Context: an optimization exercise on an open-source flow, tuned for small area, a short achievable clock period and few clock cycles. The choices shown serve that exercise and are no tape-out recipe. Function was checked by simulation only, so behaviour that the tests miss may differ from the original. Power and IR drop assume default switching activity.

### config.mk
export PLATFORM = sky130hd
export DESIGN_NAME = event_sched_top
export DESIGN_NICKNAME = event_sched_top
export VERILOG_FILES = /design/flow/design.v
export SDC_FILE = /design/flow/constraint.sdc
export NUM_CORES = 8
export LEC_CHECK = 0
export ABC_AREA = 1
export CAP_MARGIN = 20
export CORE_MARGIN = 2
export CORE_UTILIZATION = 40
export SETUP_SLACK_MARGIN = 0.5
export SLEW_MARGIN = 80
### constraint.sdc
create_clock -name core_clock -period 14.5 [get_ports {clk}]
set_input_delay 2.9000 -clock core_clock [delete_from_list [all_inputs] [get_ports {clk}]]
set_output_delay 2.9000 -clock core_clock [all_outputs]
set_load 0.01 [all_outputs]
### design.v
`timescale 1ns/1ps
`default_nettype none
package event_sched_pkg;
    localparam int ADDR_W     = 16;
    localparam int COORD_W    = 8;
    localparam int ROW_STRIDE = 256;
    parameter int HALF_WIN    = 2;
    parameter int QUEUE_DEPTH = 16;
    function automatic logic lt8(input logic [7:0] a, input logic [7:0] b);
        logic r;
        r = 1'b0;
        for (int i = 0; i < 8; i++) r = (~a[i] & b[i]) | (~a[i] & r) | (b[i] & r);
        lt8 = r;
    endfunction
    function automatic logic lt16(input logic [15:0] a, input logic [15:0] b);
        logic r;
        r = 1'b0;
        for (int i = 0; i < 16; i++) r = (~a[i] & b[i]) | (~a[i] & r) | (b[i] & r);
        lt16 = r;
    endfunction
endpackage
`default_nettype wire
`timescale 1ns/1ps
`default_nettype none
module todo_lane (
    input  logic       seg_vld,
    input  logic [7:0] seg_top,
    input  logic [7:0] seg_lo,
    input  logic [7:0] seg_hi,
    input  logic       first,
    input  logic [7:0] row,
    input  logic [7:0] col,
    output logic       act,
    output logic       cont,
    output logic       cov1,
    output logic       later
);
    logic [8:0] d;      
    logic       ge0, le3, le4, eqm1;
    assign d    = {1'b0, row} - {1'b0, seg_top};
    assign ge0  = !d[8];
    assign le4  = ge0 && (d[7:0] <= 8'd4);
    assign le3  = ge0 && (d[7:0] <= 8'd3);
    assign eqm1 = (d == 9'h1ff);
    assign act   = seg_vld && !first && le4 && event_sched_pkg::lt8(col, seg_hi);
    assign cont  = act && !event_sched_pkg::lt8(col + 8'd1, seg_lo);
    assign cov1  = seg_vld && !first && (le3 || eqm1);
    assign later = seg_vld && (first || (d[8] && !eqm1));
endmodule
`default_nettype wire
`timescale 1ns/1ps
`default_nettype none
module window_picker #(
    parameter int N = 5
) (
    input  logic [N-1:0]   mask,
    input  logic [N*N-1:0] ord,
    output logic [N-1:0]   pick
);
    always_comb begin
        for (int i = 0; i < N; i++) begin
            pick[i] = mask[i];
            for (int j = 0; j < N; j++) begin
                if (j != i && mask[j] && !ord[i*N+j]) pick[i] = 1'b0;
            end
        end
    end
endmodule
`default_nettype wire
`timescale 1ns/1ps
`default_nettype none
module sched_ctrl (
    input  logic [7:0] ev_top,
    input  logic [7:0] ev_lo,
    input  logic       cur_vld,
    input  logic [7:0] cur_top,
    input  logic [7:0] cur_hc,
    output logic       fresh,
    output logic       merge
);
    assign fresh = !cur_vld || event_sched_pkg::lt16({cur_top, cur_hc}, {ev_top, ev_lo});
    assign merge = cur_vld && (ev_top == cur_top)
                   && !event_sched_pkg::lt8(cur_hc + 8'd5, ev_lo);
endmodule
`default_nettype wire
`timescale 1ns/1ps
`default_nettype none
module event_sched_top #(
    parameter int NS = 3
) (
    input  logic        clk,
    input  logic        rst_n,
    input  logic [15:0] event_addr,
    input  logic        event_valid,
    output logic        event_ready,
    output logic [15:0] window_addr,
    output logic        window_valid,
    input  logic        window_ready
);
    localparam int N = NS + 1;
    logic [N-1:0]  seg_vld;
    logic [7:0]    seg_top [N];
    logic [7:0]    seg_lo  [N];
    logic [7:0]    seg_hi  [N];
    logic [NS-1:0] older [NS];
    logic [7:0]    ev_top;   
    logic [7:0]    ev_lo;
    logic          multi;    
    logic          rdy;      
    logic [15:0]   pos;      
    logic          wv;
    logic          first;    
    logic          fresh, merge;
    logic          room, consume, open_seg;
    logic [NS-1:0] alloc;
    assign event_ready  = rdy;
    assign window_valid = wv;
    assign window_addr  = pos;
    sched_ctrl sched_ctrl_inst (
        .ev_top(ev_top),
        .ev_lo(ev_lo),
        .cur_vld(seg_vld[NS]),
        .cur_top(seg_top[NS]),
        .cur_hc(seg_hi[NS]),
        .fresh(fresh),
        .merge(merge)
    );
    assign room     = !seg_vld[NS] || !(&seg_vld[NS-1:0]);
    assign consume  = !rdy && (!fresh || merge || room);
    assign open_seg = !rdy && fresh && !merge && room;
    always_comb begin
        alloc = '0;
        for (int s = NS - 1; s >= 0; s--) begin
            if (!seg_vld[s]) alloc = NS'(1) << s;
        end
        if (!(open_seg && seg_vld[NS])) alloc = '0;
    end
    logic [7:0]   R, C, R1, C1;
    logic [N-1:0] act, cont, cov1, later;
    logic [N*N-1:0] lo_before, age_before;
    logic [N-1:0] pick_in, pick_c1, pick_l;
    logic [7:0]   ht, hc;
    logic         lo_early;
    assign R  = pos[15:8];
    assign C  = pos[7:0];
    assign R1 = R + 8'd1;
    assign C1 = C + 8'd1;
    for (genvar s = 0; s < NS; s++) begin : g_seg
        todo_lane todo_lane_inst (
            .seg_vld(seg_vld[s]),
            .seg_top(seg_top[s]),
            .seg_lo(seg_lo[s]),
            .seg_hi(seg_hi[s]),
            .first(first),
            .row(R),
            .col(C),
            .act(act[s]),
            .cont(cont[s]),
            .cov1(cov1[s]),
            .later(later[s])
        );
    end
    assign ht = seg_top[NS];
    assign hc = seg_hi[NS];
    logic r_eq, r1_eq, r1_lt, c1_lt;
    assign r_eq  = (R == ht);
    assign r1_eq = (R1 == ht);
    assign r1_lt = event_sched_pkg::lt8(R1, ht);
    assign c1_lt = event_sched_pkg::lt8(C1, hc);
    assign act[NS]   = seg_vld[NS] && !first && r_eq && c1_lt;
    assign cont[NS]  = act[NS] && !event_sched_pkg::lt8(C1, seg_lo[NS]);
    assign cov1[NS]  = seg_vld[NS] && !first && r1_eq;
    assign later[NS] = seg_vld[NS] && (first || r1_lt);
    assign lo_early = multi;
    always_comb begin
        for (int i = 0; i < N; i++) begin
            for (int j = 0; j < N; j++) begin
                if (i == NS)      lo_before[i*N+j] = !event_sched_pkg::lt8(seg_lo[j], seg_lo[i]);
                else if (j == NS) lo_before[i*N+j] = event_sched_pkg::lt8(seg_lo[i], seg_lo[j]);
                else if (i < j)   lo_before[i*N+j] = !event_sched_pkg::lt8(seg_lo[j], seg_lo[i]);
                else              lo_before[i*N+j] = event_sched_pkg::lt8(seg_lo[i], seg_lo[j]);
                if (i == NS)      age_before[i*N+j] = 1'b0;
                else if (j == NS) age_before[i*N+j] = 1'b1;
                else if (i < j)   age_before[i*N+j] = older[i][j];
                else              age_before[i*N+j] = !older[j][i];
            end
        end
    end
    window_picker #(.N(N)) pick_in_inst (.mask(act),   .ord(lo_before),  .pick(pick_in));
    window_picker #(.N(N)) pick_c1_inst (.mask(cov1),  .ord(lo_before),  .pick(pick_c1));
    window_picker #(.N(N)) pick_l_inst  (.mask(later), .ord(age_before), .pick(pick_l));
    logic        any_act, any_cont, any_c1, any_l;
    logic [7:0]  lo_in, lo_c1, lo_l, top_l;
    logic        early_in, early_c1, early_l;
    logic        due;
    logic [15:0] nxt;
    assign any_act  = |act;
    assign any_cont = |cont;
    assign any_c1   = |cov1;
    assign any_l    = |later;
    always_comb begin
        lo_in = '0; lo_c1 = '0; lo_l = '0; top_l = '0;
        for (int s = 0; s < N; s++) begin
            lo_in    = lo_in    | ({8{pick_in[s]}} & seg_lo[s]);
            lo_c1    = lo_c1    | ({8{pick_c1[s]}} & seg_lo[s]);
            lo_l     = lo_l     | ({8{pick_l[s]}}  & seg_lo[s]);
            top_l    = top_l    | ({8{pick_l[s]}}  & seg_top[s]);
        end
    end
    assign early_in = act[NS] && (!pick_in[NS] || lo_early);
    assign early_c1 = !pick_c1[NS] || lo_early;
    assign early_l  = !pick_l[NS] || lo_early;
    always_comb begin
        if (any_act) begin
            nxt = {R, any_cont ? C1 : lo_in};
            due = event_sched_pkg::lt8(R, ht) || (r_eq && (any_cont ? c1_lt : early_in));
        end else if (any_c1) begin
            nxt = {R1, lo_c1};
            due = r1_lt || (r1_eq && early_c1);
        end else begin
            nxt = {top_l, lo_l};
            due = any_l && early_l;
        end
    end
    always_ff @(posedge clk) begin
        if (rdy && event_valid) begin
            ev_top <= event_addr[15:8] - 8'd2;
            ev_lo  <= event_addr[7:0] - 8'd2;
        end
        for (int s = 0; s < NS; s++) begin
            if (alloc[s]) begin
                seg_top[s] <= seg_top[NS];
                seg_lo[s]  <= seg_lo[NS];
                seg_hi[s]  <= seg_hi[NS] + 8'd4;
                for (int j = 0; j < NS; j++) begin
                    if (j < s) older[j][s] <= 1'b1;
                    if (j > s) older[s][j] <= 1'b0;
                end
            end
        end
        if (open_seg) begin
            seg_top[NS] <= ev_top;
            seg_lo[NS]  <= ev_lo;
            multi       <= 1'b0;
        end else if (consume && fresh) begin
            multi       <= 1'b1;
        end
        if (consume && fresh) begin
            seg_hi[NS] <= ev_lo;
        end
        if ((!wv || window_ready) && due) begin
            pos <= nxt;
        end
    end
    always_ff @(posedge clk or negedge rst_n) begin
        if (!rst_n) begin
            seg_vld <= '0;
            rdy     <= 1'b1;
            wv      <= 1'b0;
            first   <= 1'b1;
        end else begin
            seg_vld[NS-1:0] <= (seg_vld[NS-1:0] & (act[NS-1:0] | cov1[NS-1:0] | later[NS-1:0])) | alloc;
            if (open_seg) seg_vld[NS] <= 1'b1;
            rdy <= rdy ? !event_valid : consume;
            if (!wv || window_ready) begin
                wv <= due;
                if (due) first <= 1'b0;
            end
        end
    end
endmodule
`default_nettype wire
### flow/run.sh
#!/bin/bash
# The standard layout, with faster port buffers than the default choice.
set -euo pipefail
export BUFFER_PORTS_ARGS="-buffer_cell sky130_fd_sc_hd__buf_4"
bash standard.sh finish > standard_flow.log 2>&1
### standard.sh
#!/bin/bash
# synth_recipe.tcl (not shown) runs the flow's synth.tcl, then flattens the netlist and writes it again
# the make line also repeats each setting of config.mk as NAME=value (left out here)
make -C /OpenROAD-flow-scripts/flow DESIGN_CONFIG=/design/flow/config.mk WORK_HOME=/design/flow/orfs CLKGATE_MAP_FILE= SYNTH_SCRIPT=/design/flow/synth_recipe.tcl "${@:-finish}"
==> results.sh, run 1 <==
export IMPL_rows=58
export IMPL_yosys_cell_types_count=56
export IMPL_async_reset_ff_share_pct=5.04
export IMPL_synth_area_um2=10200
export IMPL_outcome="complete, no violations"
export IMPL_wl_met2_um=13200
export IMPL_antennaDiodeCount=0
export IMPL_fmax_mhz=236
export IMPL_cts_sinks=139
export IMPL_fin_crit_sh_pct=29.2
export IMPL_die_w_um=164
export IMPL_relSlewSlack_pct=80.5
export IMPL_ant_nets=0
export IMPL_grt_usage_pct=22.8
export IMPL_syn_inst=1285
export IMPL_initial_core_util_pct=40.6
export IMPL_dp_hpwl_um=23500
export IMPL_critPathKind="flop to primary output"
export IMPL_required_ns=11.60
export IMPL_drt_wl_total_um=29800
export IMPL_drt_pass1_iterations=6
export IMPL_grt_pass1_wl_um=47100
export IMPL_fp_dieH_um=164
export IMPL_drive_above_1_share_pct=17.4
export IMPL_critPathLaunchType="flop"
export IMPL_cts_tree="built"
export IMPL_grt_antenna_before_repair=0
export IMPL_fin_util_pct=48.8
export IMPL_p_per_area_nw_per_um2=191
export IMPL_cts_setup_buffers=0
export IMPL_drt_iter0_drc=975
export IMPL_synth_top_flop_cell="edfxtp_1"
export IMPL_p_leak_nw=5.58
export IMPL_period_needed_ns=4.24
export IMPL_drv_cap=0
export IMPL_clockRootBuffer="clkbuf_16"
export IMPL_finalNetCount=1470
export IMPL_synth_top_area_share_pct=37.7
export IMPL_met1_length_um=13900
export IMPL_vias=9333
export IMPL_vdd_ir_drop_worst_mv=0.0896
export IMPL_routed_top_layer="met4"
export IMPL_core_area_um2=25100
export IMPL_worstSetupEndpointType="primary output"
export IMPL_dpl_worst_slack_ns=10.53
export IMPL_clk_pin_slew_ns=0.06
export IMPL_wl_met3_um=2030
export IMPL_overflow=0
export IMPL_cts_buffers=17
export IMPL_maxSlewViolCount=0
export IMPL_die_area_um2=26800
export IMPL_finalSetupTns_ns=0
export IMPL_syn_num_nets=1363
export IMPL_cts_resized=0
export IMPL_yosysSeqAreaShare_pct=40.2
export IMPL_clock_latency_ns=0.43
export IMPL_yosysWarnings=12
export IMPL_drc_errors=0
export IMPL_finalSetupViolCount=0
export IMPL_ys_seq_elements=139
export IMPL_numPortBuffers=37
export IMPL_hp_class="flop to flop"
export IMPL_postSynthAreaPerCell_um2=7.93
export IMPL_grt_pass1_vias=8808
export IMPL_area_delta_synth_final_pct=20.1
export IMPL_io_pins=38
export IMPL_finalWorstSetupSlack_ns=10.26
export IMPL_yosys_top_cells_area="edfxtp_1 (38%), nand2_1 (11%), inv_1 (7.8%), ha_1 (6.8%), nor2_1 (4.1%)"
export IMPL_worst_pin_slew_ns=0.292
export IMPL_synth_edf_count=128
export IMPL_gp_congestion=0.982
export IMPL_skew_ns=0.0116
export IMPL_cp_arrival_ns=1.34
export IMPL_via_per_inst=5.38
export IMPL_routedWlPerCell_um=17.2
export IMPL_grt_max_degree=25
export IMPL_synth_top_cell_by_area="edfxtp_1"
export IMPL_ctsLongestPathBuffers=2
export IMPL_cts_htree_levels=4
export IMPL_hold_viol=0
export IMPL_hold_buffers=0
export IMPL_rsz0062_at_grt="no"
export IMPL_cp_max_fo=5
[cells in the mapped netlist (2+ instances only)]
cell,n
a21oi_1,48
edfxtp_1,128
nand4_1,35
nand2_2,9
dfrtp_1,5
fa_1,3
a21o_1,4
nor2_1,111
o21bai_2,3
ha_1,55
nand3_1,71
dfxtp_1,4
buf_2,4
o311ai_1,2
buf_6,4
nand3_2,7
nor3_1,12
nand4_2,2
nor2_2,4
a2bb2oi_1,2
o21ai_0,42
a21oi_2,8
xnor2_1,6
or2_2,7
xor2_1,37
maj3_1,3
clkbuf_1,7
o21ai_1,10
inv_1,211
nor3_2,2
o221ai_1,19
or2_1,3
o21bai_1,5
o211ai_1,10
o22ai_1,60
buf_4,4
dfstp_2,2
clkinv_1,2
nand2_1,307
inv_2,9
nor2_4,2
a21oi_4,2
[per-stage QoR]
step                      hold WS [ns]  cell area [um^2]  power, mW  instances
final                            0.452             12200       2.34       1735
after detailed placement         0.437             11500       1.83       1697
after global placement           0.437             10800       1.75       1634
after floorplan                  0.419             10200       1.45       1285
after CTS                        0.450             12100       2.32       1729
after global routing             0.491             12200       2.51       1735
[final cells by class]
| class | count | area [um^2] |
|---|---|---|
| sequential | 139 | 4100 |
| timing repair buffer | 108 | 795 |
| tap | 330 | 413 |
| inverter | 222 | 841 |
| multi-input combinational | 904 | 5450 |
| clock buffer | 18 | 439 |
| clock inverter | 14 | 208 |
| fill | 2441 | 12900 |
[logic make-up (layout without fill, tap and decap cells)]
family          Yosys count  in the layout  share of synthesized area (%)
simple gates            577            577                           24.8
flops                   139            139                           40.2
fa+ha+maj                61             61                           7.63
xor+xnor                 44             44                           3.85
buf+inv                 242            362                           9.41
compound gates          222            222                           14.0
[routing by layer]
| metal | up-vias | GRT usage (%) |
|---|---|---|
| met1 | 4384 | 33.5 |
| met3 | 48 | 3.35 |
| li1 | 4568 | - |
| met4 | 0 | 6.58 |
| met2 | 333 | 34.9 |
| met5 | - | 0 |
[state kept, by name, indices dropped and copies added, names as in the netlist]
signal   flops
seg_hi      32
seg_lo      32
seg_top     32
pos         16
ev_lo        8
ev_top       8
seg_vld      4
older        3
first        1
multi        1
rdy          1
wv           1
[report_power, final]
group          switching, mW  internal, mW
clock                  0.185         0.297
combinational          0.810         0.446
sequential            0.0599         0.542
[critical path, cell delays in order (launching register included)]
cell and delay [ns]:
edfxtp_1 0.46, clkdlybuf4s18_2 0.30, buf_4 0.16
[worst paths after layout]
| path | startpoint | end | slack [ns] | cells after the start |
|---|---|---|---|---|
| max | pos[12] | window_addr[12] | 10.26 | 2 |
| min | older[1][2] | older[1][2] | 0.45 | 2 |
| max reg2reg | pos[8] | pos[9] | 10.50 | 22 |
| min reg2reg | older[1][2] | older[1][2] | 0.45 | 2 |
| max in group asynchronous | rst_n | first | 12.01 | 1 |
| min in group asynchronous | rst_n | seg_vld[2] | 2.27 | 1 |
[layout by cell type (no fill, tap or decap), drive strengths merged]
| cell | count |
|---|---|
| nor4b | 1 |
| nor2b | 1 |
| o21ai | 52 |
| o221ai | 19 |
| bufinv | 4 |
| a21oi | 58 |
| a21o | 4 |
| xor2 | 38 |
| clkdlybuf4s18 | 12 |
| nor3 | 15 |
| a22o | 1 |
| o211ai | 11 |
| a2bb2oi | 2 |
| ha | 55 |
| a22oi | 2 |
| o21bai | 8 |
| clkdlybuf4s15 | 13 |
| clkbuf | 23 |
| a221oi | 1 |
| nand3 | 78 |
| dfxtp | 4 |
| nor2 | 117 |
| nand3b | 1 |
| inv | 224 |
| dfrtp | 5 |
| clkinvlp | 2 |
| nand2 | 316 |
| dfstp | 2 |
| o22ai | 60 |
| buf | 78 |
| nand4 | 37 |
| maj3 | 3 |
| xnor2 | 6 |
| o311ai | 3 |
| o21a | 1 |
| fa | 3 |
| edfxtp | 128 |
| clkinv | 6 |
| or2 | 11 |
Testbench counts, summed over its fixed seeds: cycles 16,611.
==> run 2, diff against run 1 <==
--- a/config.mk
+++ b/config.mk
@@ -10,4 +10,4 @@
 export CORE_MARGIN = 2
 export CORE_UTILIZATION = 40
 export SETUP_SLACK_MARGIN = 0.5
-export SLEW_MARGIN = 80
+export SLEW_MARGIN = 20
==> results.sh, run 2 <==
export IMPL_yosys_cell_count_top_type="nand2_1"
export IMPL_synth_top_cells_by_count="nand2_1 (307), inv_1 (211), edfxtp_1 (128), nor2_1 (111), nand3_1 (71)"
export IMPL_core_area_um2=25100
export IMPL_cts_sinks=139
export IMPL_synth_top_cell_by_area="edfxtp_1"
export IMPL_worst_pin_slew_ns=0.947
export IMPL_slowest_delay_ns=0.52
export IMPL_synth_top_flop_cell="edfxtp_1"
export IMPL_gp_congestion=0.982
export IMPL_die_area_um2=26800
export IMPL_syn_inst=1285
export IMPL_crit_chain="inv_1 -> ha_1 -> inv_1 -> fa_1 -> nand3_1 -> nand2_1 -> a21oi_1 -> o21bai_2 -> xor2_1 -> inv_1 -> nand4_1 -> nand2_2 -> nand3_2 -> nand3_1 -> nor2_2 -> nor2_1 -> nand2_1 -> nand3_1 -> nand2_2 -> nand2_2 -> nor2_1"
export IMPL_critPathLaunchType="flop"
export IMPL_rsz0062_at_grt="no"
export IMPL_nFillCells=2523
export IMPL_grt_max_degree=25
export IMPL_hp_class="flop to flop"
export IMPL_drive_above_1_share_pct=9.81
export IMPL_final_cell_mix="nand2_1 (307), inv_1 (211), edfxtp_1 (128), nor2_1 (110), nand3_1 (71)"
export IMPL_hold_viol=0
export IMPL_antennaDiodeCount=0
export IMPL_finalSetupTns_ns=0
export IMPL_dp_cells=1634
export IMPL_p_per_area_nw_per_um2=192
export IMPL_critPathBufInv=3
export IMPL_drt_pass1_iterations=6
export IMPL_grt_usage_pct=22.6
export IMPL_fin_total_pwr_mw=2.17
export IMPL_maxSlewViolCount=0
export IMPL_critPathKind="flop to flop"
export IMPL_clkPwrFrac_pct=18.8
export IMPL_worstSetupEndpointType="flop"
export IMPL_cp_max_fo=13
export IMPL_fin_crit_sh_pct=29.7
export IMPL_timing_hold_ws_ns=0.462
export IMPL_p_leak_nw=5.16
export IMPL_yosys_top_cells_area="edfxtp_1 (38%), nand2_1 (11%), inv_1 (7.8%), ha_1 (6.8%), nor2_1 (4.1%)"
export IMPL_post_route_cell_area_um2=11300
export IMPL_dp_hpwl_um=22400
export IMPL_cts_tree="built"
export IMPL_overflow=0
export IMPL_fmax_mhz=232
export IMPL_hold_buffers=0
export IMPL_via_per_inst=5.40
export IMPL_numPortBuffers=37
export IMPL_finalNetCount=1401
export IMPL_synth_top_area_share_pct=37.7
export IMPL_dpl_worst_slack_ns=10.22
export IMPL_finalSetupViolCount=0
export IMPL_yosys_cell_types_count=56
export IMPL_clock_latency_ns=0.43
export IMPL_cts_resized=0
export IMPL_p_comb_share_pct=52.0
export IMPL_die_w_um=164
export IMPL_slowest_stage="nor2_2"
export IMPL_fp_dieH_um=164
export IMPL_seq_power_share_pct=29.2
export IMPL_p_int_mw=1.17
export IMPL_required_ns=14.55
export IMPL_async_reset_ff_share_pct=5.04
export IMPL_switching_share_pct=46.2
export IMPL_cts_setup_buffers=0
export IMPL_cp_arrival_ns=4.36
export IMPL_yosysSeqAreaShare_pct=40.2
export IMPL_vias=8991
export IMPL_clk_pin_slew_ns=0.06
export IMPL_switching_power_mw=1.00
export IMPL_drt_wl_total_um=29200
export IMPL_final_common_cell="nand2_1"
export IMPL_syn_num_nets=1363
export IMPL_drt_iter0_drc=858
export IMPL_cts_htree_levels=4
export IMPL_ctsLongestPathBuffers=2
export IMPL_synth_edf_count=128
export IMPL_yosysWarnings=12
export IMPL_skew_ns=0.0157
export IMPL_fin_util_pct=45.1
export IMPL_place_area_um2=10800
export IMPL_fin_cells=1666
export IMPL_grt_pass1_wl_um=46500
export IMPL_drc_errors=0
export IMPL_rows=58
export IMPL_area_delta_synth_final_pct=11.1
export IMPL_clockRootBuffer="clkbuf_16"
export IMPL_period_needed_ns=4.31
export IMPL_drv_cap=0
export IMPL_grt_antenna_before_repair=0
export IMPL_routedWlPerCell_um=17.5
export IMPL_cts_buffers=17
export IMPL_postSynthAreaPerCell_um2=7.93
export IMPL_synth_area_um2=10200
export IMPL_initial_core_util_pct=40.6
export IMPL_ys_seq_elements=139
export IMPL_grt_pass1_vias=8545
export IMPL_cp_top_family="simple AND/OR/NAND/NOR gates"
export IMPL_top_regs="seg_hi (32), seg_lo (32), seg_top (32)"
export IMPL_finalWorstSetupSlack_ns=10.19
export IMPL_io_pins=38
export IMPL_relSlewSlack_pct=36.7
export IMPL_ant_nets=0
export IMPL_outcome="complete, no violations"
export IMPL_vdd_ir_drop_worst_mv=0.0828
==> run 2: cell counts after synthesis <==
No cell type changed its count.
==> run 2: final timing paths <==
path / start / cells past startpoint / end / slack [ns]
max: pos[8] / 21 / pos[9] / 10.19
min: older[1][2] / 2 / older[1][2] / 0.46
max reg2reg: pos[8] / 21 / pos[9] / 10.19
min reg2reg: older[1][2] / 2 / older[1][2] / 0.46
max in group asynchronous: rst_n / 1 / first / 12.00
min in group asynchronous: rst_n / 1 / wv / 2.28
==> run 2: cells by family (layout without fill, tap and decap cells) <==
group / Yosys count / count (layout) / synth area share (%)
buffers and inverters: 242 / 293 / 9.41
flip-flops: 139 / 139 / 40.2
XOR/XNOR: 44 / 44 / 3.85
AND/OR/NAND/NOR: 577 / 577 / 24.8
adder cells (fa/ha/maj): 61 / 61 / 7.63
AO/OA/AOI/OAI: 222 / 222 / 14.0
==> run 2: layer usage <==
layer  vias to the layer above  routed length, um  track usage [%]
met5                         -                  0                0
met4                         0                630             6.70
met3                        45               2250             4.75
met2                       323              12800             34.1
met1                      4195              13600             32.6
li1                       4428                  -                -
==> run 2: layout make-up <==
cell class / instances / area (um^2) / share of cell area (%)
clock inverters: 9 / 63.8 / 0.563
inverters: 222 / 833 / 7.36
multi-input cells: 904 / 5140 / 45.4
flip-flops and latches: 139 / 4100 / 36.2
well taps: 330 / 413 / 3.65
clock buffers: 23 / 479 / 4.23
repair buffers: 39 / 293 / 2.59
==> run 2: worst register-to-register path: cells and delay by family (launching register included) <==
kind	cells	cell delay, ns
AOI/OAI and AO/OA	2	0.25
xor gates and xnor gates	1	0.22
adders and majority gates	2	0.60
buffers and inverters	3	0.33
DFF	1	0.49
and+or+nand+nor	13	2.05
==> run 2: power by group through the flow <==
stage	Clock, mW	Sequential [mW]	Combinational, mW
after floorplan	0	0.615	0.838
after global placement	0	0.640	1.11
after detailed placement	0	0.641	1.12
after CTS	0.414	0.633	1.12
after global routing	0.431	0.645	1.28
final	0.408	0.634	1.13
==> run 3, diff against run 2 <==
--- a/config.mk
+++ b/config.mk
@@ -9,5 +9,7 @@
 export CAP_MARGIN = 20
 export CORE_MARGIN = 2
 export CORE_UTILIZATION = 40
+export CTS_CLUSTER_DIAMETER = 150
+export CTS_CLUSTER_SIZE = 40
 export SETUP_SLACK_MARGIN = 0.5
 export SLEW_MARGIN = 20
==> results.sh, run 3 <==
export IMPL_timing_hold_ws_ns=0.462
export IMPL_finalWorstSetupSlack_ns=10.19
export IMPL_switching_share_pct=46.2
export IMPL_hp_class="flop to flop"
export IMPL_cts_sinks=139
export IMPL_p_comb_share_pct=52.0
export IMPL_dpl_worst_slack_ns=10.22
export IMPL_cts_buffers=17
export IMPL_grt_usage_pct=22.6
export IMPL_yosys_area_share_simple_pct=24.8
export IMPL_maxSlewViolCount=0
export IMPL_async_reset_ff_share_pct=5.04
export IMPL_hold_viol=0
export IMPL_synth_top_area_share_pct=37.7
export IMPL_synth_top_family_by_area="simple AND/OR/NAND/NOR gates"
export IMPL_hold_buffers=0
export IMPL_p_per_area_nw_per_um2=192
export IMPL_synth_compound_area_share_pct=14.0
export IMPL_cts_resized=0
export IMPL_synth_edf_count=128
export IMPL_seq_power_share_pct=29.2
export IMPL_p_leak_nw=5.16
export IMPL_synth_top_cells_by_count="nand2_1 (307), inv_1 (211), edfxtp_1 (128), nor2_1 (111), nand3_1 (71)"
export IMPL_cts_tree="built"
export IMPL_syn_inst=1285
export IMPL_synth_xor_area_share_pct=3.85
export IMPL_rsz0062_at_grt="no"
export IMPL_slowest_delay_ns=0.52
export IMPL_slowest_stage="nor2_2"
export IMPL_core_area_um2=25100
export IMPL_fp_dieH_um=164
export IMPL_worst_pin_slew_ns=0.947
export IMPL_die_w_um=164
export IMPL_via_per_inst=5.40
export IMPL_use_met1_pct=32.6
export IMPL_nFillCells=2523
export IMPL_worstSetupEndpointType="flop"
export IMPL_yosysWarnings=12
export IMPL_io_pins=38
export IMPL_drv_cap=0
export IMPL_numPortBuffers=37
export IMPL_synth_top_flop_cell="edfxtp_1"
export IMPL_clock_latency_ns=0.43
export IMPL_top_regs="seg_hi (32), seg_lo (32), seg_top (32)"
export IMPL_grt_antenna_before_repair=0
export IMPL_drc_errors=0
export IMPL_rows=58
export IMPL_cp_top_family="simple AND/OR/NAND/NOR gates"
export IMPL_yosys_cell_count_top_type="nand2_1"
export IMPL_met3_usage_pct=4.75
export IMPL_drt_wl_total_um=29200
export IMPL_critPathBufInv=3
export IMPL_required_ns=14.55
export IMPL_grt_busiest_layer="met2"
export IMPL_yosys_cell_types_count=56
export IMPL_fin_crit_sh_pct=29.7
export IMPL_critPathLaunchType="flop"
export IMPL_final_cell_mix="nand2_1 (307), inv_1 (211), edfxtp_1 (128), nor2_1 (110), nand3_1 (71)"
export IMPL_critPathKind="flop to flop"
export IMPL_finalNetCount=1401
export IMPL_finalSetupViolCount=0
export IMPL_drt_iter0_drc=858
export IMPL_postSynthAreaPerCell_um2=7.93
export IMPL_overflow=0
export IMPL_outcome="complete, no violations"
export IMPL_ctsLongestPathBuffers=2
export IMPL_drt_pass1_iterations=6
export IMPL_ys_seq_elements=139
export IMPL_use_met2_pct=34.1
export IMPL_synth_top_cell_by_area="edfxtp_1"
export IMPL_grt_pass1_vias=8545
export IMPL_yosys_top_cells_area="edfxtp_1 (38%), nand2_1 (11%), inv_1 (7.8%), ha_1 (6.8%), nor2_1 (4.1%)"
export IMPL_cp_max_fo=13
export IMPL_skew_ns=0.0157
export IMPL_drive_above_1_share_pct=9.81
export IMPL_synthMuxAreaShare_pct=0
export IMPL_clockRootBuffer="clkbuf_16"
export IMPL_vdd_ir_drop_worst_mv=0.0828
export IMPL_initial_core_util_pct=40.6
export IMPL_finalSetupTns_ns=0
export IMPL_routedWlPerCell_um=17.5
export IMPL_dp_hpwl_um=22400
export IMPL_relSlewSlack_pct=36.7
export IMPL_die_area_um2=26800
export IMPL_cts_setup_buffers=0
export IMPL_final_common_cell="nand2_1"
export IMPL_grt_pass1_wl_um=46500
export IMPL_syn_num_nets=1363
export IMPL_switching_power_mw=1.00
export IMPL_vias=8991
export IMPL_ant_nets=0
export IMPL_antennaDiodeCount=0
export IMPL_synth_fa_ha_area_share_pct=7.63
export IMPL_cp_arrival_ns=4.36
export IMPL_period_needed_ns=4.31
export IMPL_synth_area_um2=10200
export IMPL_p_int_mw=1.17
export IMPL_crit_chain="inv_1 -> ha_1 -> inv_1 -> fa_1 -> nand3_1 -> nand2_1 -> a21oi_1 -> o21bai_2 -> xor2_1 -> inv_1 -> nand4_1 -> nand2_2 -> nand3_2 -> nand3_1 -> nor2_2 -> nor2_1 -> nand2_1 -> nand3_1 -> nand2_2 -> nand2_2 -> nor2_1"
export IMPL_gp_congestion=0.982
export IMPL_area_delta_synth_final_pct=11.1
export IMPL_yosysSeqAreaShare_pct=40.2
export IMPL_fmax_mhz=232
export IMPL_clkPwrFrac_pct=18.8
export IMPL_cts_htree_levels=4
export IMPL_grt_max_degree=25
export IMPL_clk_pin_slew_ns=0.06
==> run 3: cell counts in the layout (fill, tap and decap cells not counted) <==
Identical to the previous run, type by type.
==> run 3: worst paths after layout <==
| check | startpoint | end | slack [ns] | depth (start not counted) |
|---|---|---|---|---|
| hold / removal | older[1][2] | older[1][2] | 0.46 | 2 |
| setup / recovery | pos[8] | pos[9] | 10.19 | 21 |
| max in group asynchronous | rst_n | first | 12.00 | 1 |
| min in group asynchronous | rst_n | wv | 2.28 | 1 |
| setup reg to reg | pos[8] | pos[9] | 10.19 | 21 |
| hold reg to reg | older[1][2] | older[1][2] | 0.46 | 2 |
==> run 3: metal layers <==
metal	share of wire, %	up-vias
li1	-	4428
met1	46	4195
met2	44	323
met3	7.7	45
met4	2.2	0
met5	0	-
==> run 3: metrics by stage <==
step / utilization [%] / total power, mW / cells / area (um^2)
4_1_cts: 45.1 / 2.17 / 1666 / 11300
5_1_grt: 45.1 / 2.35 / 1666 / 11300
3_5_place_dp: 42.9 / 1.76 / 1634 / 10800
6_report: 45.1 / 2.17 / 1666 / 11300
2_1_floorplan: - / 1.45 / 1285 / 10200
3_3_place_gp: 42.9 / 1.75 / 1634 / 10800
==> run 3: area by class of cell <==
class / count / area (um^2) / area share (%)
clock buffers: 23 / 479 / 4.23
clock inverters: 9 / 63.8 / 0.563
inverters: 222 / 833 / 7.36
multi-input cells: 904 / 5140 / 45.4
flip-flops and latches: 139 / 4100 / 36.2
well taps: 330 / 413 / 3.65
repair buffers: 39 / 293 / 2.59
==> run 3: power by group through the flow <==
stage	clock [mW]	sequential [mW]	combinational (mW)
floorplan	0	0.615	0.838
global placement	0	0.640	1.11
detailed placement	0	0.641	1.12
CTS	0.414	0.633	1.12
global route	0.431	0.645	1.28
finish	0.408	0.634	1.13
==> run 3: logic make-up after synthesis <==
| family | Yosys count |
|---|---|
| AO/OA/AOI/OAI | 222 |
| flip-flops | 139 |
| XOR/XNOR | 44 |
| buffers and inverters | 242 |
| AND/OR/NAND/NOR | 577 |
| adder cells (fa/ha/maj) | 61 |
==> run 3: worst min-delay path: stages, from the launching register on <==
cell	delay, ns
dfxtp_1	0.32
nand2_1	0.06
nand2_1	0.04
==> run 4, diff against run 3 <==
--- a/config.mk
+++ b/config.mk
@@ -9,7 +9,6 @@
 export CAP_MARGIN = 20
 export CORE_MARGIN = 2
 export CORE_UTILIZATION = 40
-export CTS_CLUSTER_DIAMETER = 150
-export CTS_CLUSTER_SIZE = 40
+export CTS_BUF_LIST = sky130_fd_sc_hd__clkbuf_8
 export SETUP_SLACK_MARGIN = 0.5
 export SLEW_MARGIN = 20
==> results.sh, run 4 <==
export IMPL_yosysWarnings=12
export IMPL_p_comb_share_pct=54.8
export IMPL_grt_max_degree=25
export IMPL_numPortBuffers=37
export IMPL_area_delta_synth_final_pct=9.25
export IMPL_clockRootBuffer="clkbuf_8"
export IMPL_yosys_cell_count_top_type="nand2_1"
export IMPL_ant_nets=0
export IMPL_clk_pin_slew_ns=0.08
export IMPL_drive_above_1_share_pct=9.81
export IMPL_synth_area_um2=10200
export IMPL_drc_errors=0
export IMPL_drt_pass1_iterations=5
export IMPL_vdd_ir_drop_worst_mv=0.0745
export IMPL_p_per_area_nw_per_um2=184
export IMPL_cp_max_fo=13
export IMPL_rsz0062_at_grt="no"
export IMPL_yosys_cell_types_count=56
export IMPL_finalNetCount=1401
export IMPL_ys_seq_elements=139
export IMPL_clkPwrFrac_pct=14.3
export IMPL_die_w_um=164
export IMPL_die_area_um2=26800
export IMPL_skew_ns=0.0158
export IMPL_critPathBufInv=3
export IMPL_timing_hold_ws_ns=0.464
export IMPL_syn_inst=1285
export IMPL_cts_sinks=139
export IMPL_cp_arrival_ns=4.40
export IMPL_cts_htree_levels=4
export IMPL_yosysSeqAreaShare_pct=40.2
export IMPL_finalSetupViolCount=0
export IMPL_async_reset_ff_share_pct=5.04
export IMPL_clock_latency_ns=0.46
export IMPL_nFillCells=2547
export IMPL_fp_dieH_um=164
export IMPL_grt_pass1_wl_um=46100
export IMPL_io_pins=38
export IMPL_fin_cells=1666
export IMPL_drt_iter0_drc=916
export IMPL_seq_power_share_pct=30.9
export IMPL_dp_hpwl_um=22400
export IMPL_crit_chain="inv_1 -> ha_1 -> inv_1 -> fa_1 -> nand3_1 -> nand2_1 -> a21oi_1 -> o21bai_2 -> xor2_1 -> inv_1 -> nand4_1 -> nand2_2 -> nand3_2 -> nand3_1 -> nor2_2 -> nor2_1 -> nand2_1 -> nand3_1 -> nand2_2 -> nand2_2 -> nor2_1"
export IMPL_core_area_um2=25100
export IMPL_slowest_delay_ns=0.52
export IMPL_critPathLaunchType="flop"
export IMPL_postSynthAreaPerCell_um2=7.93
export IMPL_hp_class="flop to flop"
export IMPL_drv_cap=0
export IMPL_rows=58
export IMPL_hold_viol=0
export IMPL_final_common_cell="nand2_1"
export IMPL_drt_wl_total_um=29200
export IMPL_synth_top_flop_cell="edfxtp_1"
export IMPL_slowest_stage="nor2_2"
export IMPL_final_cell_mix="nand2_1 (307), inv_1 (215), edfxtp_1 (128), nor2_1 (110), nand3_1 (71)"
export IMPL_cp_top_family="simple AND/OR/NAND/NOR gates"
export IMPL_critPathKind="flop to flop"
export IMPL_fin_total_pwr_mw=2.05
export IMPL_fin_crit_sh_pct=29.8
export IMPL_gp_congestion=0.982
export IMPL_synth_top_cell_by_area="edfxtp_1"
export IMPL_yosys_top_cells_area="edfxtp_1 (38%), nand2_1 (11%), inv_1 (7.8%), ha_1 (6.8%), nor2_1 (4.1%)"
export IMPL_overflow=0
export IMPL_via_per_inst=5.41
export IMPL_worstSetupEndpointType="flop"
export IMPL_cts_setup_buffers=0
export IMPL_cts_tree="built"
export IMPL_syn_num_nets=1363
export IMPL_grt_antenna_before_repair=0
export IMPL_antennaDiodeCount=0
export IMPL_cts_buffers=17
export IMPL_synth_edf_count=128
export IMPL_p_int_mw=1.07
export IMPL_grt_usage_pct=22.4
export IMPL_fmax_mhz=232
export IMPL_switching_power_mw=0.984
export IMPL_dp_cells=1634
export IMPL_required_ns=14.58
export IMPL_period_needed_ns=4.32
export IMPL_cts_resized=0
export IMPL_synth_top_cells_by_count="nand2_1 (307), inv_1 (211), edfxtp_1 (128), nor2_1 (111), nand3_1 (71)"
export IMPL_worst_pin_slew_ns=0.948
export IMPL_synth_top_area_share_pct=37.7
export IMPL_ctsLongestPathBuffers=2
export IMPL_fin_util_pct=44.4
export IMPL_maxSlewViolCount=0
export IMPL_relSlewSlack_pct=36.7
export IMPL_finalSetupTns_ns=0
export IMPL_initial_core_util_pct=40.6
export IMPL_hold_buffers=0
export IMPL_vias=9017
export IMPL_outcome="complete, no violations"
export IMPL_top_regs="seg_hi (32), seg_lo (32), seg_top (32)"
export IMPL_grt_pass1_vias=8483
export IMPL_routedWlPerCell_um=17.5
export IMPL_switching_share_pct=47.9
export IMPL_p_leak_nw=5.09
run 4: worst paths after layout:
| path | startpoint | endpoint | slack (ns) | cells past startpoint |
|---|---|---|---|---|
| max in group asynchronous | rst_n | first | 12.03 | 1 |
| min in group asynchronous | rst_n | wv | 2.25 | 1 |
| worst min-delay path | older[1][2] | older[1][2] | 0.46 | 2 |
| worst max-delay path | pos[8] | pos[9] | 10.18 | 21 |
| worst min register to register | older[1][2] | older[1][2] | 0.46 | 2 |
| worst max register to register | pos[8] | pos[9] | 10.18 | 21 |
run 4: power groups by stage:
stage               combinational, mW  clock (mW)  sequential, mW
floorplan                       0.838           0           0.615
global placement                 1.11           0           0.640
detailed placement               1.12           0           0.641
CTS                              1.12       0.303           0.632
global route                     1.27       0.317           0.644
finish                           1.13       0.293           0.634
run 4: area by class of cell:
cell class              count  area, um^2  area share (%)
well taps                 330         413            3.71
clock buffers              18         248            2.22
inverters                 222         833            7.48
clock inverters            14         109           0.977
flip-flops and latches    139        4100            36.8
multi-input cells         904        5140            46.2
repair buffers             39         293            2.63
run 4: cells by family after synthesis:
family,share of synthesized area (%)
DFF,40.2
buffers and inverters,9.41
adders and majority gates,7.63
xor gates and xnor gates,3.85
AOI/OAI and AO/OA,14.0
and+or+nand+nor,24.8
run 4: worst reg2reg max path, stage by stage, from the launching register on:
cell	delay (ns)
edfxtp_1	0.49
inv_1	0.21
ha_1	0.17
inv_1	0.06
fa_1	0.43
nand3_1	0.08
nand2_1	0.08
a21oi_1	0.16
o21bai_2	0.09
xor2_1	0.22
inv_1	0.07
nand4_1	0.11
nand2_2	0.09
nand3_2	0.14
nand3_1	0.11
nor2_2	0.52
nor2_1	0.09
nand2_1	0.09
nand3_1	0.07
nand2_2	0.10
nand2_2	0.06
nor2_1	0.52
run 4: metal layers:
layer  track usage, %  vias up  routed length (um)
li1                 -     4427                   -
met1             33.0     4215               13600
met2             33.7      335               12800
met3             3.43       40                2180
met4             6.98        0                 519
met5                0        -                   0
run 4: through the flow:
step | instance area [um^2] | worst slack [ns]
floorplan | 10200 | 10.69
global placement | 10800 | 10.31
detailed placement | 10800 | 10.22
CTS | 11100 | 10.20
global route | 11100 | 9.88
finish | 11100 | 10.18
==> run 5, diff against run 4 <==
==> flow/run.sh (replaced) <==
#!/bin/bash
# The standard layout, with faster port buffers than the default choice and
# a clock tree without dummy loads.
set -euo pipefail
export BUFFER_PORTS_ARGS="-buffer_cell sky130_fd_sc_hd__buf_4"
export CTS_ARGS="-sink_clustering_enable -repair_clock_nets -buf_list sky130_fd_sc_hd__clkbuf_8 -dont_use_dummy_load"
bash standard.sh finish > standard_flow.log 2>&1
==> results.sh, run 5 <==
export IMPL_antennaDiodeCount=0
export IMPL_synth_xor_area_share_pct=3.85
export IMPL_yosys_area_share_simple_pct=24.8
export IMPL_cts_htree_levels=4
export IMPL_async_reset_ff_share_pct=5.04
export IMPL_fin_crit_sh_pct=29.6
export IMPL_io_pins=38
export IMPL_drt_pass1_iterations=5
export IMPL_multiInputGateArea_um2=5140
export IMPL_area_delta_synth_final_pct=8.05
export IMPL_initial_core_util_pct=40.6
export IMPL_die_area_um2=26800
export IMPL_synth_top_flop_cell="edfxtp_1"
export IMPL_die_w_um=164
export IMPL_clk_pin_slew_ns=0.08
export IMPL_fin_total_pwr_mw=2.00
export IMPL_period_needed_ns=4.29
export IMPL_hold_buffers=0
export IMPL_fp_dieH_um=164
export IMPL_syn_num_nets=1363
export IMPL_required_ns=14.56
export IMPL_maxSlewViolCount=0
export IMPL_cp_max_fo=13
export IMPL_synth_compound_area_share_pct=14.0
export IMPL_synth_fa_ha_area_share_pct=7.63
export IMPL_postSynthAreaPerCell_um2=7.93
export IMPL_hp_class="flop to flop"
export IMPL_synth_top_cell_by_area="edfxtp_1"
export IMPL_fmax_mhz=233
export IMPL_cts_setup_buffers=0
export IMPL_hold_viol=0
export IMPL_rsz0062_at_grt="no"
export IMPL_synth_top_area_share_pct=37.7
export IMPL_overflow=0
export IMPL_drv_cap=0
export IMPL_grt_usage_pct=22.3
export IMPL_synthMuxAreaShare_pct=0
export IMPL_clockRootBuffer="clkbuf_8"
export IMPL_synth_top_family_by_area="simple AND/OR/NAND/NOR gates"
export IMPL_cp_arrival_ns=4.35
export IMPL_relSlewSlack_pct=34.3
export IMPL_drive_above_1_share_pct=9.08
export IMPL_cts_tree="built"
export IMPL_final_cell_mix="nand2_1 (307), inv_1 (211), edfxtp_1 (128), nor2_1 (110), nand3_1 (71)"
export IMPL_syn_inst=1285
export IMPL_outcome="complete, no violations"
export IMPL_final_common_cell="nand2_1"
export IMPL_p_per_area_nw_per_um2=181
export IMPL_via_per_inst=5.41
export IMPL_ant_nets=0
export IMPL_finalSetupViolCount=0
export IMPL_numPortBuffers=37
export IMPL_yosys_cell_types_count=56
export IMPL_synth_area_um2=10200
export IMPL_grt_pass1_vias=8438
export IMPL_yosys_cell_count_top_type="nand2_1"
export IMPL_top_regs="seg_hi (32), seg_lo (32), seg_top (32)"
export IMPL_ys_seq_elements=139
export IMPL_grt_pass1_wl_um=46000
export IMPL_drt_iter0_drc=828
export IMPL_worstSetupEndpointType="flop"
export IMPL_ctsLongestPathBuffers=2
export IMPL_skew_ns=0.0271
export IMPL_critPathLaunchType="flop"
export IMPL_yosys_top_cells_area="edfxtp_1 (38%), nand2_1 (11%), inv_1 (7.8%), ha_1 (6.8%), nor2_1 (4.1%)"
export IMPL_grt_antenna_before_repair=0
export IMPL_core_area_um2=25100
export IMPL_dp_hpwl_um=22400
export IMPL_clock_latency_ns=0.45
export IMPL_yosysSeqAreaShare_pct=40.2
export IMPL_p_leak_nw=5.04
export IMPL_vias=8929
export IMPL_critPathKind="flop to flop"
export IMPL_vdd_ir_drop_worst_mv=0.0857
export IMPL_yosysWarnings=12
export IMPL_worst_pin_slew_ns=0.984
export IMPL_synth_edf_count=128
export IMPL_cts_buffers=17
export IMPL_cts_sinks=139
export IMPL_grt_max_degree=25
export IMPL_routedWlPerCell_um=17.7
export IMPL_finalSetupTns_ns=0
export IMPL_nFillCells=2556
export IMPL_cts_resized=0
export IMPL_regArea_um2=4100
export IMPL_drt_wl_total_um=29200
export IMPL_finalNetCount=1401
export IMPL_drc_errors=0
export IMPL_synth_top_cells_by_count="nand2_1 (307), inv_1 (211), edfxtp_1 (128), nor2_1 (111), nand3_1 (71)"
export IMPL_gp_congestion=0.982
export IMPL_rows=58
[run 5: changes by cell type in the layout (fill, tap and decap cells not counted), sizes merged]
cell	previous run	this run
clkinv	4	2
bufinv	1	0
clkinvlp	6	0
inv	225	220
clkbuf	18	17
[run 5: path summary, 6_finish.rpt]
check	start	end	depth (start not counted)	slack (ns)
min in group asynchronous	rst_n	seg_vld[2]	1	2.25
worst min register to register	older[1][2]	older[1][2]	2	0.46
worst max register to register	pos[8]	pos[9]	21	10.21
worst min-delay path	older[1][2]	older[1][2]	2	0.46
max in group asynchronous	rst_n	first	1	12.02
worst max-delay path	pos[8]	pos[9]	21	10.21
[run 5: worst max-delay path: stages (launching register included)]
cell and delay, ns:
edfxtp_1 0.48, inv_1 0.20, ha_1 0.17, inv_1 0.06, fa_1 0.43, nand3_1 0.08, nand2_1 0.08, a21oi_1 0.16
o21bai_2 0.09, xor2_1 0.22, inv_1 0.07, nand4_1 0.11, nand2_2 0.09, nand3_2 0.14, nand3_1 0.11, nor2_2 0.52
nor2_1 0.08, nand2_1 0.09, nand3_1 0.07, nand2_2 0.10, nand2_2 0.06, nor2_1 0.50
[run 5: cell families (layout without fill, tap and decap cells)]
family	after synthesis	after routing
adders and majority gates	61	61
buffers and inverters	242	278
DFF	139	139
xor gates and xnor gates	44	44
AOI/OAI and AO/OA	222	222
and+or+nand+nor	577	577
[run 5: area by class of cell]
class / instances / area share, %
Inverter: 222 / 7.56
Sequential cell: 139 / 37.2
Timing Repair Buffer: 39 / 2.66
Tap cell: 330 / 3.75
Multi-Input combinational cell: 904 / 46.7
Clock buffer: 17 / 2.12
[run 5: power breakdown]
group | total [mW] | internal, mW | switching (mW)
combinational | 1.13 | 0.390 | 0.736
clock | 0.236 | 0.103 | 0.133
sequential | 0.634 | 0.543 | 0.0911
total | 2.00 | 1.04 | 0.960
[run 5: stage by stage]
step / utilization [%] / cells / setup slack (ns) / hold WS, ns / instance area, um^2
final: 43.9 / 1651 / 10.21 / 0.463 / 11000
after global placement: 42.9 / 1634 / 10.31 / 0.437 / 10800
after CTS: 43.9 / 1651 / 10.21 / 0.464 / 11000
after floorplan: - / 1285 / 10.69 / 0.419 / 10200
after detailed placement: 42.9 / 1634 / 10.22 / 0.451 / 10800
after global routing: 43.9 / 1651 / 9.87 / 0.481 / 11000
[run 5: per-layer routing]
| layer | GRT usage (%) | wire, um | vias to the layer above |
|---|---|---|---|
| met3 | 3.48 | 1970 | 40 |
| met1 | 32.9 | 13900 | 4168 |
| met2 | 33.6 | 12800 | 312 |
| met4 | 6.90 | 536 | 0 |
| met5 | 0 | 0 | - |
| li1 | - | - | 4409 |
==> run 6, diff against run 5 <==
==> flow/run.sh (replaced) <==
#!/bin/bash
# The standard layout, with faster port buffers than the default choice, a
# clock tree without dummy loads, and timing repair aiming well past the
# clock period's needs.
set -euo pipefail
export BUFFER_PORTS_ARGS="-buffer_cell sky130_fd_sc_hd__buf_4"
export CTS_ARGS="-sink_clustering_enable -repair_clock_nets -buf_list sky130_fd_sc_hd__clkbuf_8 -dont_use_dummy_load"
bash standard.sh SETUP_SLACK_MARGIN=10.5 finish > standard_flow.log 2>&1
==> results.sh, run 6 <==
export IMPL_final_common_cell="nand2_1"
export IMPL_clock_latency_ns=0.45
export IMPL_timing_hold_ws_ns=0.465
export IMPL_clockRootBuffer="clkbuf_8"
export IMPL_cts_sinks=139
export IMPL_postSynthAreaPerCell_um2=7.93
export IMPL_fin_total_pwr_mw=2.07
export IMPL_finalNetCount=1423
export IMPL_rsz0062_at_grt="yes"
export IMPL_crit_chain="buf_6"
export IMPL_relSlewSlack_pct=55.1
export IMPL_rows=58
export IMPL_final_cell_mix="nand2_1 (307), inv_1 (209), edfxtp_1 (128), nor2_1 (109), nand3_1 (71)"
export IMPL_core_area_um2=25100
export IMPL_gp_congestion=0.982
export IMPL_top_regs="seg_hi (32), seg_lo (32), seg_top (32)"
export IMPL_ant_nets=0
export IMPL_synth_xor_area_share_pct=3.85
export IMPL_p_leak_nw=5.18
export IMPL_grt_usage_pct=22.7
export IMPL_clkPwrFrac_pct=11.4
export IMPL_grt_antenna_before_repair=0
export IMPL_grt_pass1_vias=8539
export IMPL_initial_core_util_pct=40.6
export IMPL_ys_seq_elements=139
export IMPL_grt_pass1_wl_um=46700
export IMPL_via_per_inst=5.43
export IMPL_drt_pass1_iterations=5
export IMPL_grt_max_degree=25
export IMPL_synthMuxAreaShare_pct=0
export IMPL_synth_fa_ha_area_share_pct=7.63
export IMPL_p_int_mw=1.08
export IMPL_overflow=0
export IMPL_yosys_cell_count_top_type="nand2_1"
export IMPL_area_delta_synth_final_pct=10.6
export IMPL_post_route_cell_area_um2=11300
export IMPL_async_reset_ff_share_pct=5.04
export IMPL_cts_buffers=17
export IMPL_critPathKind="flop to primary output"
export IMPL_fin_crit_sh_pct=27.5
export IMPL_critPathLaunchType="flop"
export IMPL_drive_above_1_share_pct=10.9
export IMPL_cts_htree_levels=4
export IMPL_fp_dieH_um=164
export IMPL_yosys_top_cells_area="edfxtp_1 (38%), nand2_1 (11%), inv_1 (7.8%), ha_1 (6.8%), nor2_1 (4.1%)"
export IMPL_synth_compound_area_share_pct=14.0
export IMPL_die_w_um=164
export IMPL_drt_iter0_drc=938
export IMPL_p_comb_share_pct=59.4
export IMPL_yosys_area_share_simple_pct=24.8
export IMPL_hold_viol=0
export IMPL_r2r_cells=12
export IMPL_slowest_delay_ns=0.55
export IMPL_synth_area_um2=10200
export IMPL_synth_top_area_share_pct=37.7
export IMPL_cp_top_family="flip-flops"
export IMPL_die_area_um2=26800
export IMPL_vdd_ir_drop_worst_mv=0.0885
export IMPL_fmax_mhz=251
export IMPL_p_per_area_nw_per_um2=183
export IMPL_hold_depth=2
export IMPL_yosysWarnings=12
export IMPL_drv_cap=0
export IMPL_seq_power_share_pct=29.2
export IMPL_period_needed_ns=3.99
export IMPL_cp_arrival_ns=1.09
export IMPL_cp_depth=1
export IMPL_numPortBuffers=37
export IMPL_antennaDiodeCount=0
export IMPL_synth_edf_count=128
export IMPL_worstSetupEndpointType="primary output"
export IMPL_cts_tree="built"
export IMPL_place_area_um2=10800
export IMPL_syn_num_nets=1363
export IMPL_synth_top_cell_by_area="edfxtp_1"
export IMPL_maxSlewViolCount=0
export IMPL_switching_share_pct=47.8
export IMPL_switching_power_mw=0.988
export IMPL_finalSetupTns_ns=0
export IMPL_io_pins=38
export IMPL_skew_ns=0.0285
export IMPL_yosysSeqAreaShare_pct=40.2
export IMPL_routedWlPerCell_um=17.8
export IMPL_clk_pin_slew_ns=0.08
export IMPL_synth_top_cells_by_count="nand2_1 (307), inv_1 (211), edfxtp_1 (128), nor2_1 (111), nand3_1 (71)"
export IMPL_slowest_stage="dfstp_2"
export IMPL_syn_inst=1285
export IMPL_ctsLongestPathBuffers=2
export IMPL_dp_hpwl_um=22400
export IMPL_synth_top_flop_cell="edfxtp_1"
export IMPL_worst_pin_slew_ns=0.667
export IMPL_vias=9077
export IMPL_outcome="complete, no violations"
export IMPL_critPathBufInv=1
export IMPL_yosys_cell_types_count=56
export IMPL_hp_class="flop to flop"
export IMPL_finalSetupViolCount=0
export IMPL_synth_top_family_by_area="simple AND/OR/NAND/NOR gates"
export IMPL_cp_max_fo=2
export IMPL_required_ns=11.60
export IMPL_drc_errors=0
export IMPL_drt_wl_total_um=29700
-- run 6: cell types whose count changed in the layout (fill, tap and decap cells not counted), moves of 2 or more --
cell and delta:
buf_4 +16, buf_6 +5, nor2_4 +3, inv_1 -2
-- run 6: worst paths after layout --
| kind | from | endpoint | slack [ns] |
|---|---|---|---|
| max in group asynchronous | rst_n | first | 12.01 |
| hold reg to reg | older[1][2] | older[1][2] | 0.47 |
| setup / recovery | rdy | event_ready | 10.51 |
| setup reg to reg | seg_hi[3][0] | seg_lo[3][4] | 10.66 |
| min in group asynchronous | rst_n | seg_vld[2] | 2.26 |
| hold / removal | older[1][2] | older[1][2] | 0.47 |
-- run 6: logic make-up (layout without fill, tap and decap cells) --
logic type      count (synthesis)  after routing
compound gates                222            222
xor+xnor                       44             44
fa+ha+maj                      61             61
buf+inv                       242            299
flops                         139            139
simple gates                  577            578
-- run 6: timing repair --
| action | CTS | global route |
|---|---|---|
| hold buffers | 0 | 0 |
| endpoints found under the setup margin | 36 | 61 |
| pin swaps | 0 | 4 |
| cloned | 0 | 1 |
| resized for setup | 4 | 15 |
| setup buffers | 14 | 7 |
-- run 6: power groups by stage --
stage          Combinational (mW)  Clock (mW)  Sequential [mW]
2_1_floorplan               0.838           0            0.615
3_3_place_gp                 1.11           0            0.640
3_5_place_dp                 1.12           0            0.641
4_1_cts                      1.19       0.243            0.602
5_1_grt                      1.38       0.256            0.609
6_report                     1.23       0.236            0.603
-- run 6: area by class of cell --
| cell class | instances | area (um^2) |
|---|---|---|
| Fill cell | 2542 | 13800 |
| Inverter | 222 | 840 |
| Tap cell | 330 | 413 |
| Sequential cell | 139 | 4100 |
| Timing Repair Buffer | 60 | 469 |
| Multi-Input combinational cell | 905 | 5210 |
| Clock buffer | 17 | 234 |
-- run 6: routing by layer --
layer  track usage [%]  routed length [um]
met5                 0                   0
met1              33.3               13700
met3              3.78                2420
met4              7.26                 673
met2              33.8               12900
-- run 6: per-stage QoR --
stage	utilization, %	instances	setup WS [ns]
5_1_grt	44.9	1673	10.41
3_5_place_dp	42.9	1634	10.22
6_report	44.9	1673	10.51
2_1_floorplan	-	1285	10.69
4_1_cts	44.3	1665	10.48
3_3_place_gp	42.9	1634	10.31
==> run 7, diff against run 6 <==
--- a/flow/run.sh
+++ b/flow/run.sh
@@ -5,4 +5,4 @@
 set -euo pipefail
 export BUFFER_PORTS_ARGS="-buffer_cell sky130_fd_sc_hd__buf_4"
 export CTS_ARGS="-sink_clustering_enable -repair_clock_nets -buf_list sky130_fd_sc_hd__clkbuf_8 -dont_use_dummy_load"
-bash standard.sh SETUP_SLACK_MARGIN=10.5 finish > standard_flow.log 2>&1
+bash standard.sh SETUP_SLACK_MARGIN=11 finish > standard_flow.log 2>&1
==> results.sh, run 7 <==
export IMPL_outcome="complete, no violations"
export IMPL_dp_cells=1634
export IMPL_skew_ns=0.0302
export IMPL_hold_viol=0
export IMPL_met3_usage_pct=4.39
export IMPL_syn_inst=1285
export IMPL_place_area_um2=10900
export IMPL_cp_top_family="flip-flops"
export IMPL_core_area_um2=25100
export IMPL_top_regs="seg_hi (32), seg_lo (32), seg_top (32)"
export IMPL_synth_top_flop_cell="edfxtp_1"
export IMPL_clock_latency_ns=0.46
export IMPL_ant_nets=0
export IMPL_gp_congestion=0.994
export IMPL_numPortBuffers=37
export IMPL_fmax_mhz=249
export IMPL_drive_above_1_share_pct=22.3
export IMPL_final_common_cell="nand2_1"
export IMPL_yosys_cell_count_top_type="nand2_1"
export IMPL_io_pins=38
export IMPL_maxSlewViolCount=0
export IMPL_cts_tree="built"
export IMPL_cts_buffers=17
export IMPL_synth_top_cell_by_area="edfxtp_1"
export IMPL_fin_total_pwr_mw=2.43
export IMPL_critPathBufInv=1
export IMPL_yosys_top_cells_area="edfxtp_1 (38%), nand2_1 (11%), inv_1 (7.8%), ha_1 (6.8%), nor2_1 (4.1%)"
export IMPL_required_ns=11.60
export IMPL_ys_seq_elements=139
export IMPL_clockRootBuffer="clkbuf_8"
export IMPL_worstSetupEndpointType="primary output"
export IMPL_crit_chain="buf_6"
export IMPL_nFillCells=2368
export IMPL_critPathKind="flop to primary output"
export IMPL_drv_cap=0
export IMPL_use_met1_pct=35.8
export IMPL_drt_wl_total_um=33300
export IMPL_final_cell_mix="nand2_1 (285), inv_1 (192), edfxtp_1 (128), nor2_1 (104), buf_4 (93)"
export IMPL_postSynthAreaPerCell_um2=7.93
export IMPL_area_delta_synth_final_pct=24.3
export IMPL_fp_dieH_um=164
export IMPL_vias=9798
export IMPL_yosysWarnings=12
export IMPL_synth_area_um2=10200
export IMPL_grt_usage_pct=24.1
export IMPL_finalSetupTns_ns=0
export IMPL_cts_htree_levels=4
export IMPL_post_route_cell_area_um2=12700
export IMPL_drc_errors=0
export IMPL_yosysSeqAreaShare_pct=40.2
export IMPL_via_per_inst=5.61
export IMPL_rows=58
export IMPL_die_w_um=164
export IMPL_routedWlPerCell_um=19.0
export IMPL_synth_top_area_share_pct=37.7
export IMPL_slowest_stage="edfxtp_1"
export IMPL_overflow=0
export IMPL_finalNetCount=1498
export IMPL_grt_antenna_before_repair=0
export IMPL_period_needed_ns=4.01
export IMPL_grt_busiest_layer="met2"
export IMPL_cp_arrival_ns=1.11
export IMPL_grt_max_degree=23
export IMPL_cp_max_fo=2
export IMPL_slowest_delay_ns=0.49
export IMPL_finalSetupViolCount=0
export IMPL_fin_crit_sh_pct=27.7
export IMPL_drt_iter0_drc=1083
export IMPL_yosys_cell_types_count=56
export IMPL_antennaDiodeCount=0
export IMPL_use_met2_pct=35.8
export IMPL_syn_num_nets=1363
export IMPL_die_area_um2=26800
export IMPL_worst_pin_slew_ns=0.680
export IMPL_grt_pass1_wl_um=49300
export IMPL_fin_cells=1748
export IMPL_relSlewSlack_pct=54.2
export IMPL_p_per_area_nw_per_um2=192
export IMPL_p_leak_nw=5.63
export IMPL_hp_class="flop to flop"
export IMPL_drt_pass1_iterations=6
export IMPL_vdd_ir_drop_worst_mv=0.102
export IMPL_synth_top_cells_by_count="nand2_1 (307), inv_1 (211), edfxtp_1 (128), nor2_1 (111), nand3_1 (71)"
export IMPL_synth_edf_count=128
export IMPL_hold_buffers=0
export IMPL_clk_pin_slew_ns=0.08
export IMPL_ctsLongestPathBuffers=2
export IMPL_critPathLaunchType="flop"
export IMPL_dp_hpwl_um=22900
export IMPL_rsz0062_at_grt="yes"
export IMPL_async_reset_ff_share_pct=5.04
export IMPL_grt_pass1_vias=8955
export IMPL_fin_util_pct=50.4
export IMPL_initial_core_util_pct=40.6
export IMPL_cts_sinks=139
[run 7: cells by family after synthesis]
kind of cell    after synthesis  synth area share (%)
fa+ha+maj                    61                  7.63
buf+inv                     242                  9.41
simple gates                577                  24.8
xor+xnor                     44                  3.85
flops                       139                  40.2
compound gates              222                  14.0
[run 7: path summary, 6_finish.rpt]
kind                                   from         endpoint  slack (ns)  cells after the start
worst max-delay path                pos[15]  window_addr[15]       10.49                      1
worst min-delay path            older[1][2]      older[1][2]        0.44                      2
worst max register to register      pos[10]           pos[9]       10.80                     20
worst min register to register  older[1][2]      older[1][2]        0.44                      2
max in group asynchronous             rst_n            first       12.02                      1
min in group asynchronous             rst_n       seg_vld[3]        2.26                      1
[run 7: what timing repair did]
item / 4_1_cts / 5_1_grt
gates cloned: 1 / 2
endpoints found under the setup margin: 124 / 139
buffers inserted: 54 / 40
endpoints found under the hold margin: 0 / 0
resized for setup: 82 / 85
pin swaps: 39 / 51
[run 7: per-stage QoR]
step	worst slack [ns]	hold slack (ns)
floorplan	10.88	0.419
global placement	10.41	0.434
detailed placement	10.39	0.432
CTS	10.49	0.447
global route	10.46	0.490
finish	10.49	0.445
[run 7: layer usage]
layer / part of all wire (%) / vias to the layer above
li1: - / 4611
met3: 9.8 / 91
met5: 0 / -
met4: 2.7 / 0
met1: 43 / 4599
met2: 44 / 497
[run 7: area by class of cell]
cell class	count	area (um^2)	share of cell area, %
Inverter	222	933	7.37
Multi-Input combinational cell	907	5780	45.6
Sequential cell	139	4100	32.4
Tap cell	330	413	3.26
Clock buffer	17	234	1.85
Timing Repair Buffer	133	1200	9.50
[run 7: worst register-to-register path, cell delays in order (launching register included)]
cell,delay (ns)
edfxtp_1,0.48
buf_8,0.21
ha_4,0.27
a21oi_1,0.19
nand2_2,0.13
a21oi_2,0.16
nor2_1,0.05
nor2_1,0.10
xor2_1,0.26
nand3_2,0.14
nor2_4,0.16
nand2_1,0.08
nand2_2,0.09
nand3_2,0.15
nand3_2,0.13
nor2_4,0.06
o211ai_1,0.12
nand3_2,0.13
nand2_2,0.10
nand2_4,0.08
nor2_4,0.26
[run 7: report_power, final]
part           internal (mW)  switching (mW)  leakage [nW]  total (mW)
Sequential             0.542          0.0672          1.30       0.609
Clock                  0.103           0.142         0.122       0.245
Combinational          0.629           0.952          4.21        1.58

[separate check: timing with driven ports]
No port has a modelled driver above. Below, the same layouts with a new extraction and two added sets of constraints.
Step 1 assumes that a clkbuf_16 drives the clock port and a buf_2 every other input.
Step 2 adds t to the input delays and takes it off the output delays; t is the mean of the earliest and latest rising clock arrival at the registers after step 1. Input paths then give back, and output paths get back, about the clock's delay inside the block.
a / b / c = no drivers / after step 1 / after step 2; a / b = the first two.
run | t, ns | slack for setup (ns) | clock arrival spread, ns | worst register clock-pin slew, ns
run 1 | 0.474 | 10.260 / 10.210 / 10.499 | 0.012 / 0.012 | 0.07 / 0.07
run 2 | 0.470 | 10.193 / 10.193 / 10.193 | 0.016 / 0.016 | 0.07 / 0.07
run 3 | 0.470 | 10.193 / 10.193 / 10.193 | 0.016 / 0.016 | 0.07 / 0.07
run 4 | 0.492 | 10.184 / 10.184 / 10.184 | 0.016 / 0.016 | 0.09 / 0.09
run 5 | 0.482 | 10.207 / 10.207 / 10.207 | 0.027 / 0.027 | 0.08 / 0.08
run 6 | 0.478 | 10.512 / 10.467 / 10.479 | 0.029 / 0.029 | 0.08 / 0.08
run 7 | 0.494 | 10.489 / 10.444 / 10.656 | 0.030 / 0.030 | 0.09 / 0.09
After both steps setup and hold are still met in every run listed. For run 6, which loses most, drivers alone change the setup slack by -0.045 ns; drivers and shift together by -0.033 ns.
